From an optimization exercise on the open Yosys and OpenROAD flow, aimed at small area and a short achievable clock period; shortcuts taken in it are not production practice.
At most, simulation tests tie the RTL to the original design; equivalence was not proved.
Power figures rest on the tool's default switching activity, not on a simulated workload.

Design mac_array_2x2, start of the top module:
module mac_array_2x2
#(
  parameter int DATA_W = mac_pkg::DATA_W,
  parameter int ACC_W  = mac_pkg::ACC_W
) (
  input  logic                  clk,
  input  logic                  rst_n,
  input  logic                  en,
  input  logic                  clear,
  input  logic [4*DATA_W-1:0]   a,
  input  logic [4*DATA_W-1:0]   b,
  output logic [4*ACC_W-1:0]    acc
);
  for (genvar gi = 0; gi < 2; gi++) begin : g_row
    for (genvar gj = 0; gj < 2; gj++) begin : g_col
      mac_pe #(
        .DATA_W (DATA_W),
        .ACC_W  (ACC_W)
      ) u_pe (
        .clk   (clk),
        .rst_n (rst_n),
        .en    (en),
        .clear (clear),
        .a     (a[(2*gi+gj)*DATA_W +: DATA_W]),
        .b     (b[(2*gi+gj)*DATA_W +: DATA_W]),
        .acc   (acc[(2*gi+gj)*ACC_W +: ACC_W])
      );
    end
  end
endmodule
For scale: roughly 200 I/O pins.
==> flow/config.mk <==
export PLATFORM = sky130hd
export DESIGN_NAME = mac_array_2x2
export DESIGN_NICKNAME = mac_array_2x2
export VERILOG_FILES = /design/flow/design.v
export SDC_FILE = /design/flow/constraint.sdc
export NUM_CORES = 4
export LEC_CHECK = 0
export CAP_MARGIN = 20
export CORE_MARGIN = 2
export CORE_UTILIZATION = 55
export SETUP_SLACK_MARGIN = 2.0
export SLEW_MARGIN = 20
==> flow/constraint.sdc <==
create_clock -name core_clock -period 6.5 [get_ports {clk}]
set_input_delay 1.3000 -clock core_clock [delete_from_list [all_inputs] [get_ports {clk}]]
set_output_delay 1.3000 -clock core_clock [all_outputs]
set_load 0.01 [all_outputs]
standard.sh (not shown) runs the stock make flow with config.mk's settings and CLKGATE_MAP_FILE= SYNTH_SCRIPT=/design/flow/synth_recipe.tcl, a recipe that flattens the netlist after the stock synthesis.
==> flow/flow/run.sh <==
#!/bin/bash
# Layout: the standard flow (standard.sh), with the port buffers that
# global placement inserts made plain buf_2 cells instead of the delay buffers
# the resizer picks by default.  make's full output goes to standard.log; each
# ORFS step also keeps its own log under orfs/logs/.
set -euo pipefail
export BUFFER_PORTS_ARGS="-buffer_cell sky130_fd_sc_hd__buf_2"
bash standard.sh > standard.log 2>&1
Edit:
==> flow/flow/run.sh (replaced) <==
#!/bin/bash
# Layout: the standard flow (standard.sh), with the port buffers that
# global placement inserts made plain buf_2 cells instead of the delay buffers
# the resizer picks by default, and ORFS's power recovery after global route
# (it downsizes gates on paths that keep slack).  make's full output goes to
# standard.log; each ORFS step also keeps its own log under orfs/logs/.
set -euo pipefail
export BUFFER_PORTS_ARGS="-buffer_cell sky130_fd_sc_hd__buf_2"
export RECOVER_POWER=100
bash standard.sh > standard.log 2>&1
CORE_UTILIZATION = 40   (was 55)
=> The changed run ran to the end with violations: max-capacitance violations, max-slew violations; sequential cell count is unchanged; die area increases by 37%; power decreases by 2.1%; final area decreases by 0.57%; sequential power hardly moves; final cell count grows by 8.0%.
Edit:
==> flow/flow/run.sh (replaced) <==
#!/bin/bash
# Layout: the standard flow (standard.sh), with the port buffers that
# global placement inserts made plain buf_2 cells instead of the delay buffers
# the resizer picks by default.  make's full output goes to standard.log; each
# ORFS step also keeps its own log under orfs/logs/.
set -euo pipefail
export BUFFER_PORTS_ARGS="-buffer_cell sky130_fd_sc_hd__buf_2"
bash standard.sh > standard.log 2>&1
SETUP_SLACK_MARGIN = 2.5   (was 2.0)
Now the flow passed the timing, DRC and antenna checks.
Combinational power goes up by 17%.
Setup slack improves by 0.85 ns.
Area after synthesis is unchanged.
Final area goes up by 11%.
Edit:
CORE_UTILIZATION = 70   (was 40)
SETUP_SLACK_MARGIN = 2.0   (was 2.5)
Effect:
- The new run produced a clean layout
- worst setup slack degrades by 0.11 ns
- die area shrinks by 42%
- power fell by 8.4%
- utilization increases by 29 points
- global-route usage increases by 10 points
- hold slack barely changes
- sequential cell count does not change
Edit:
CORE_UTILIZATION = 40   (was 70)
What happened: Worst setup slack gains 0.062 ns. Critical path depth rises by 3. Wire length rises by 7.3%. Power stays the same. Die area rises by 73%. Clock power stays flat. Combinational power hardly moves. Cell count rises by 12%. Design area rises by 2.6%.

* * *

== main ==
Another version of the RTL of mac_array_2x2 (not shown whole).
Size: roughly 2,000 cells after synthesis, ~250 flip-flops, about 200 I/O pins, about 19,000 um^2 of cells after synthesis.
export LEC_CHECK = 0
export CAP_MARGIN = 20
export CORE_MARGIN = 2
export CORE_UTILIZATION = 40
export SLEW_MARGIN = 20
create_clock -name core_clock -period 6.5 [get_ports {clk}]
run.sh (not shown) runs the stock make flow with config.mk's settings and CLKGATE_MAP_FILE= SYNTH_SCRIPT=/design/flow/synth_recipe.tcl, a recipe that flattens the netlist after the stock synthesis.
Stock flow here: none of the scripts above is used.
main | stages: all done | timing, DRC, antenna: all pass
Inputs modified between main and the feature branch:
-- flow/config.mk --
<<< main, line 9
export CORE_MARGIN = 2
export CORE_UTILIZATION = 40
export SLEW_MARGIN = 20
>>> the feature branch, line 9
export CORE_MARGIN = 2
export CORE_UTILIZATION = 40
export SETUP_SLACK_MARGIN = 1.5
export SLEW_MARGIN = 20
==> comparison <==
- Proportion of cell area spent on the clock network across the feature branch and main: no real change.
- Diff main -> the feature branch | final critical delay including setup and external delays | decrease of 740 ps
- main → the feature branch: switching power increased by 5.8% relative to the old numbers, met1 usage in global routing rose 0.86 points, length in cells of the worst reg-to-reg path has increased, routed wire length on met2 rose 1.8 mm.
- Compared with main, the feature branch ends up with more cell area.
- STATUS routed wire length: the feature branch loses against main
- The feature branch vs. main: setup slack of the critical path after layout moved up; share of final layout cell area taken by non-clock buffers moved up; layout overhead on the synthesized area moved up.
No functional check of the RTL was part of any run of this note.

* * *

mac_array_2x2, a different RTL version from the one above (not shown whole).
Size: roughly 180 flip-flops, roughly 200 I/O pins, about 17000 um^2 of cells after synthesis.
Settings: LEC_CHECK=0, CAP_MARGIN=20, CORE_MARGIN=2, CORE_UTILIZATION=40, SETUP_SLACK_MARGIN=2.5, SLEW_MARGIN=20, SYNTH_HIERARCHICAL=1, SYNTH_MINIMUM_KEEP_SIZE=0; clock period 6.5 ns.
standard.sh (not shown) runs the stock make flow with config.mk's settings and CLKGATE_MAP_FILE= SYNTH_SCRIPT=/design/flow/synth_recipe.tcl, a recipe that flattens the netlist after the stock synthesis.
==> flow/flow/run.sh <==
#!/bin/bash
# Layout: the standard flow (standard.sh), with the port buffers that
# global placement inserts made plain buf_1 cells (the resizer sizes them up
# where timing needs it) instead of the delay buffers the resizer picks by
# default.  make's full output goes to standard.log; each ORFS step also keeps
# its own log under orfs/logs/.
set -euo pipefail
export BUFFER_PORTS_ARGS="-buffer_cell sky130_fd_sc_hd__buf_1"
bash standard.sh > standard.log 2>&1
Change:
--- a/flow/config.mk
+++ b/flow/config.mk
@@ -9,5 +9,5 @@
 export CORE_MARGIN = 2
 export CORE_UTILIZATION = 40
-export SETUP_SLACK_MARGIN = 2.5
+export SETUP_SLACK_MARGIN = 2.2
 export SLEW_MARGIN = 20
 export SYNTH_HIERARCHICAL = 1
=> Total power shrinks by a few percent; utilization shrinks by 1.5 points; global-route usage shrinks by 0.19 points.
Function was not checked in any run of this note: the RTL went through the layout flow alone.

re-timing with driven ports:
No port has a modelled driver above. Below, the same layouts with a new extraction and two added sets of constraints.
Step 1 (the two cells are an assumption about what drives the block):
set clk [get_ports {clk}]
set_driving_cell -lib_cell sky130_fd_sc_hd__clkbuf_16 $clk
set_driving_cell -lib_cell sky130_fd_sc_hd__buf_2 [delete_from_list [all_inputs] $clk]
Step 2 moves the port delays by t, midway between the first and last clock arrival at a register: inputs arrive t later, outputs are due t later. That takes back most of the time a late clock gives input paths.
Slacks: ideal ports / drivers / drivers and shift; pairs: ideal ports / drivers.
run | t, ns | setup slack, ns | worst hold slack (ns) | worst setup path after step 2 | worst data-port slew with drivers (ns)
the first run of note 1 | 0.510 | 2.135 / 2.081 / 1.822 | 0.531 / 0.531 / 0.531 | input to register | 0.06
the second run of note 1 | 0.546 | 1.351 / 1.295 / 0.835 | 0.520 / 0.520 / 0.520 | input to register | 0.08
the third run of note 1 | 0.536 | 2.201 / 2.150 / 2.121 | 0.521 / 0.521 / 0.521 | input to register | 0.08
the fourth run of note 1 | 0.487 | 2.089 / 2.036 / 1.788 | 0.524 / 0.524 / 0.524 | input to register | 0.07
the fifth run of note 1 | 0.546 | 2.151 / 2.095 / 1.771 | 0.520 / 0.520 / 0.520 | input to register | 0.08
main | 0.617 | 0.666 / 0.614 / 1.230 | 0.577 / 0.577 / 0.577 | register to output | 0.05
the feature branch | 0.619 | 1.407 / 1.355 / 1.975 | 0.580 / 0.580 / 0.580 | register to output | 0.05
the first run of note 3 | 0.544 | 2.406 / 2.353 / 2.144 | 0.599 / 0.599 / 0.599 | input to register | 0.06
the second run of note 3 | 0.542 | 2.353 / 2.301 / 2.066 | 0.599 / 0.599 / 0.599 | input to register | 0.06
For the second run of note 1, which loses most, drivers alone change the setup slack by -0.056 ns; drivers and shift together by -0.516 ns.
